This design comes from an exercise in tuning for small area, a short achievable clock period and few clock cycles per item on the open sky130 flow, not from production work. In this exercise RTL edits were held to simulation tests only and were not proved equivalent to the original. Power and IR drop assume default switching activity.

## design/flow/config.mk

```make
export PLATFORM = sky130hd
export DESIGN_NAME = data_memory_arb
export DESIGN_NICKNAME = data_memory_arb
export VERILOG_FILES = /design/flow/design.v
export SDC_FILE = /design/flow/constraint.sdc
export NUM_CORES = 4
export LEC_CHECK = 0
export CAP_MARGIN = 20
export CORE_MARGIN = 2
export CORE_UTILIZATION = 40
export SLEW_MARGIN = 20
```

## design/flow/constraint.sdc

```tcl
create_clock -name core_clock -period 5.0 [get_ports {clk}]
set_input_delay 1.0000 -clock core_clock [delete_from_list [all_inputs] [get_ports {clk}]]
set_output_delay 1.0000 -clock core_clock [all_outputs]
set_load 0.01 [all_outputs]
```

## design/flow/design.v

```verilog
module data_memory_arb #(
    parameter int unsigned NUM_CHANNELS = 4,
    parameter int unsigned ADDR_BITS    = 8,
    parameter int unsigned DATA_BITS    = 8,
    parameter int unsigned DEPTH        = 256,
    parameter int unsigned LATENCY      = 1
) (
    input  logic                              clk,
    input  logic                              reset_n,
    input  logic [NUM_CHANNELS-1:0]           mem_read_valid,
    input  logic [NUM_CHANNELS*ADDR_BITS-1:0] mem_read_addr,
    output logic [NUM_CHANNELS-1:0]           mem_read_ready,
    output logic [NUM_CHANNELS*DATA_BITS-1:0] mem_read_data,
    input  logic [NUM_CHANNELS-1:0]           mem_write_valid,
    input  logic [NUM_CHANNELS*ADDR_BITS-1:0] mem_write_addr,
    input  logic [NUM_CHANNELS*DATA_BITS-1:0] mem_write_data,
    output logic [NUM_CHANNELS-1:0]           mem_write_ready,
    output logic                              busy
);
    localparam int unsigned NUM_SLOTS = 2 * NUM_CHANNELS;
    localparam int unsigned SLOT_BITS = $clog2(NUM_SLOTS);
    localparam int unsigned CH_BITS   = (NUM_CHANNELS > 1) ? $clog2(NUM_CHANNELS) : 1;
    localparam int unsigned CNT_BITS  = (LATENCY > 1) ? $clog2(LATENCY) : 1;
    localparam int unsigned IDX_BITS  = (DEPTH > 1) ? $clog2(DEPTH) : 1;
    typedef enum logic {
        IDLE = 1'b0,
        BUSY = 1'b1
    } state_t;
    state_t                 state;
    logic [SLOT_BITS-1:0]   rr_ptr;
    logic [SLOT_BITS-1:0]   acc_slot;
    logic [ADDR_BITS-1:0]   acc_addr;
    logic [DATA_BITS-1:0]   acc_wdata;
    logic [CNT_BITS-1:0]    cnt;
    logic [NUM_SLOTS-1:0]   eligible;
    logic                   grant_found;
    logic [SLOT_BITS-1:0]   grant_slot;
    logic [CH_BITS-1:0]     grant_ch;
    logic [ADDR_BITS-1:0]   grant_addr;
    logic [DATA_BITS-1:0]   grant_wdata;
    logic [CH_BITS-1:0]     acc_ch;
    logic [IDX_BITS-1:0]    acc_idx;
    logic                   acc_done;
    logic                   acc_in_range;
    logic                   do_write;
    logic [DATA_BITS-1:0]   rd_value;
    logic [DATA_BITS-1:0]   mem [DEPTH];
    logic [31:0]            cand;
    logic [31:0]            nxt_slot;
    always_comb begin
        eligible = '0;
        for (int c = 0; c < NUM_CHANNELS; c++) begin
            eligible[2*c]   = mem_read_valid[c]  & ~mem_read_ready[c];
            eligible[2*c+1] = mem_write_valid[c] & ~mem_write_ready[c];
        end
    end
    always_comb begin
        grant_found = 1'b0;
        grant_slot  = '0;
        cand        = '0;
        for (int i = 0; i < NUM_SLOTS; i++) begin
            cand = 32'(rr_ptr) + 32'(i);
            if (cand >= NUM_SLOTS) begin
                cand = cand - NUM_SLOTS;
            end
            if (!grant_found && eligible[cand[SLOT_BITS-1:0]]) begin
                grant_found = 1'b1;
                grant_slot  = cand[SLOT_BITS-1:0];
            end
        end
        nxt_slot = 32'(grant_slot) + 32'd1;
        if (nxt_slot >= NUM_SLOTS) begin
            nxt_slot = nxt_slot - NUM_SLOTS;
        end
        grant_ch    = CH_BITS'(grant_slot >> 1);
        grant_addr  = grant_slot[0] ? mem_write_addr[32'(grant_ch)*ADDR_BITS +: ADDR_BITS]
                                    : mem_read_addr[32'(grant_ch)*ADDR_BITS +: ADDR_BITS];
        grant_wdata = mem_write_data[32'(grant_ch)*DATA_BITS +: DATA_BITS];
    end
    always_comb begin
        acc_ch   = CH_BITS'(acc_slot >> 1);
        acc_idx  = IDX_BITS'(32'(acc_addr) % DEPTH);
        acc_done = (state == BUSY) && (cnt == '0);
        acc_in_range = 1'b1;
        do_write = acc_done & acc_slot[0] & acc_in_range;
        rd_value = acc_in_range ? mem[acc_idx] : '0;
    end
    always_ff @(posedge clk) begin
        if (do_write) begin
            mem[acc_idx] <= acc_wdata;
        end
    end
    always_ff @(posedge clk or negedge reset_n) begin
        if (!reset_n) begin
            state           <= IDLE;
            rr_ptr          <= '0;
            acc_slot        <= '0;
            acc_addr        <= '0;
            acc_wdata       <= '0;
            cnt             <= '0;
            busy            <= 1'b0;
            mem_read_ready  <= '0;
            mem_write_ready <= '0;
            mem_read_data   <= '0;
        end else begin
            mem_read_ready  <= '0;
            mem_write_ready <= '0;
            case (state)
                IDLE: begin
                    if (grant_found) begin
                        acc_slot  <= grant_slot;
                        acc_addr  <= grant_addr;
                        acc_wdata <= grant_wdata;
                        cnt       <= CNT_BITS'(LATENCY - 1);
                        rr_ptr    <= nxt_slot[SLOT_BITS-1:0];
                        busy      <= 1'b1;
                        state     <= BUSY;
                    end
                end
                BUSY: begin
                    if (cnt != '0) begin
                        cnt <= cnt - CNT_BITS'(1);
                    end else begin
                        if (acc_slot[0]) begin
                            mem_write_ready[acc_ch] <= 1'b1;
                        end else begin
                            mem_read_ready[acc_ch] <= 1'b1;
                            mem_read_data[32'(acc_ch)*DATA_BITS +: DATA_BITS] <= rd_value;
                        end
                        busy  <= 1'b0;
                        state <= IDLE;
                    end
                end
                default: begin
                    busy  <= 1'b0;
                    state <= IDLE;
                end
            endcase
        end
    end
endmodule
```

## design/flow/run.sh

```bash
#!/bin/bash
# synth_recipe.tcl (not shown) runs the flow's synth.tcl, then flattens the netlist and writes it again
# the make line also repeats each setting of config.mk as NAME=value (left out here)
make -C /OpenROAD-flow-scripts/flow DESIGN_CONFIG=/design/flow/config.mk WORK_HOME=/design/flow/orfs CLKGATE_MAP_FILE= SYNTH_SCRIPT=/design/flow/synth_recipe.tcl finish
```

==> results.txt <==
status no timing/DRC/antenna violations; largest net degree at the start of global routing 221; Synth top area share 73.7%; Die X 461 um; post-route ant nets 0; Netlist cell types 66; Starting DRT DRC Count 4321; layout cells sized above 1 a little over a quarter; TNS Setup 0 ns; Comb power frac 34.0%; Routed Wire Length about 200000 um; sequential fraction of the synthesis area 75.6%; P_sw 19.3 mW; area of the multi-input gates 19300 um2; number of global-route vias before repair 39700; Tightest Hold Check Type in -> async; DIE AREA 212000 um2; fillers 17100; hold-fix buffers at CTS 0; dpl hpwl 124000 um; Final Max Tran Viols 0; port bufs 146; WL/cell slightly below 30 um; clk buf depth 3; MaxCap Viol Count 0; CTS tree done; Clock Latency Late Sink 0.85 ns; Root Driver clkbuf_16; sw frac roughly a third; Cell Int Power 39.3 mW; first-pass GRT wire length 293000 um; Syn Inst Count 3760; row count between 150 and 200; clock slew at reported path FFs roughly 0.060 ns; number of synthesized register bits 2112; Initial Util 40.3%; register area 63100 um2; Post-route DRC 0; Worst Path Arrival 5.09 ns; Synth area leaders edfxtp_1 (74%), mux4_2 (18%), dfrtp_1 (1.9%); worst r2r dst mem_read_data[12]; Congestion Overflow GR 0; area leader, netlist edfxtp_1; Post-synth top flop edfxtp_1; Global Route Usage Sum 19.1%; post-synth net total 3877; core box area 207000 um2; EDFF count, synth 2048; # H-tree levels 4; final cycle utilization of the critical path 88.0%; clock sinks 2112; Post-synth ARST share 3.03%; PnR Total Power 58.6 mW; Crit Path Class reg -> reg; pwr/cell area 614 nW/um2; Max VDD drop 611 uV; Vias/cell 5.67; Clock power frac between 20% and 30%; Req. time, crit path 5.69 ns; R2R Path Start acc_addr[0]; YS warnings 1; Reg2Reg Setup Slack 0.60 ns; share of power burned in registers 40.4%; Slew HR 21.2%; Setup WS pre-CTS approximately 0.57 ns; number of nets in the layout around 4100; RSZ-0062 raised after global routing no; CP Max Fanout 34; First-pass DRT Iterations 6; Least-Margin Pin Slew 1.18 ns; setup violators final 0; fin worst setup slack 0.598 ns; IO Count between 100 and 150; Clock Skew 0.0392 ns; CP Launch Type flip-flop; Hold Violations, Final 0; via count 39700; Post-DP Area 89000 um2; initial antenna violation count 4; Static Leak 29.4 nW; fin crit period around 4.4 ns; crit end category flip-flop; synthesized area 83500 um2; post-CTS setup repair buffer count 0; total CTS buffers 208; Layout area overhead 14.4%; Gates resized, CTS repair 0; GPL Wtd Cong approximately 0.82; worst r2r path cells 8; FMAX 227 MHz; average cell area after synthesis around 22 um2; Die Y 461 um; post-layout instance area 95500 um2
==> critical path, cell delays in order (launching register included) <==
cell	delay, ns
dfrtp_4	0.85
buf_12	0.28
buf_12	0.30
mux4_2	0.57
mux4_2	0.49
mux4_2	0.54
mux2_2	0.30
a221oi_2	0.66
o21ai_1	0.17
==> cell type report <==
type / instances / share of cell area (%)
inverters: 13 / 0.0537
flip-flops and latches: 2112 / 66.1
diodes: 6 / 0.0157
well taps: 2788 / 3.65
repair buffers: 284 / 3.08
clock inverters: 117 / 1.01
multi-input cells: 1407 / 20.3
clock buffers: 269 / 5.80
==> layout by cell type, fill, tap and decap left out, types with 16 or more instances in the layout <==
cell,n
edfxtp_1,2048
buf_12,36
nand2_1,88
o21ai_1,16
mux2i_1,41
nor2b_1,22
mux4_2,672
buf_4,102
and2_1,27
clkbuf_16,212
nor2_1,282
a22o_1,18
clkinv_2,37
clkinv_1,52
a221oi_1,17
dfrtp_1,50
clkdlybuf4s50_1,145
a2111o_1,16
clkbuf_1,55
nand3_1,53
==> power groups by stage <==
stage	clock network [mW]	logic (mW)	registers (mW)
after floorplan	0	12.0	24.6
after global placement	0	19.9	24.0
after detailed placement	0	20.1	24.0
after CTS	15.3	20.1	23.7
after global routing	16.0	21.1	23.8
final	15.0	19.9	23.7
==> stage by stage <==
step,cells,hold WS (ns),utilization (%)
5_1_grt,6992,0.386,46.1
3_5_place_dp,6604,0.478,42.9
3_3_place_gp,6604,0.476,42.9
4_1_cts,6990,0.318,46.1
2_1_floorplan,3760,0.511,-
6_report,6996,0.346,46.1
==> worst max path at each step <==
stage,startpoint,to,slack [ns],cells after the start
floorplan,acc_wdata[0],mem[0][0],1.01,0
global placement,mem_write_valid[3],acc_wdata[4],0.56,10
detailed placement,mem_write_valid[3],acc_wdata[5],0.57,10
CTS,acc_addr[0],mem_read_data[12],0.60,8
global route,acc_addr[0],mem_read_data[4],0.51,8
finish,acc_addr[0],mem_read_data[12],0.60,8
==> cell usage after synthesis, drive strengths merged, types with 4 or more instances <==
master  count
a2111o     16
a211oi      4
a21oi       7
a221oi     19
a22o       18
a22oi       8
a31oi       9
and2       28
and3        6
buf       110
clkbuf    118
dfrtp      64
edfxtp   2048
ha         11
inv        12
mux2       14
mux2i      41
mux4      672
nand2      90
nand2b     13
nand3      61
nand4       4
nor2      283
nor2b      24
nor3        6
o211ai     10
o21ai      27
==> routing by layer <==
metal	wire length (um)	global-route usage, %
met5	7	0
met2	96500	29.8
met3	15400	3.90
met1	85700	27.3
met4	4920	5.26
==> cells by family after synthesis <==
family / after synthesis / share of synthesized area, %
multiplexers: 727 / 18.8
flip-flops: 2112 / 75.6
XOR/XNOR: 4 / 0.0510
buffers and inverters: 241 / 1.29
adder cells (fa/ha/maj): 11 / 0.165
AO/OA/AOI/OAI: 143 / 1.36
AND/OR/NAND/NOR: 522 / 2.71
==> sequential cells by signal (all words and copies together), names as in the netlist <==
register / count
mem: 2048
rr_ptr: 3
state: 1
acc_addr: 8
mem_write_ready: 4
busy: 1
acc_wdata: 8
acc_slot: 3
mem_read_data: 32
mem_read_ready: 4
Testbench counts, summed over its fixed seeds: cycles 27,042, items 13,483.

[separate check: timing with driven ports]
The results above use ideal ports. As a check the final layout listed here was re-extracted and re-timed, cells and wires unchanged.
Step 1 assumes that a clkbuf_16 drives the clock port and a buf_2 every other input.
Step 2 moves the port delays by t, midway between the first and last clock arrival at a register: inputs arrive t later, outputs are due t later. That takes back most of the time a late clock gives input paths.
Three values: ideal, step 1, step 2; two values: the first two.
shift t [ns]: 0.923
setup WS [ns]: 0.598 / 0.598 / 0.540
worst setup path at the end: input to register
After both steps setup and hold are still met in this run. The setup slack of this run moves by 0.000 ns with the drivers and by -0.058 ns with both steps.
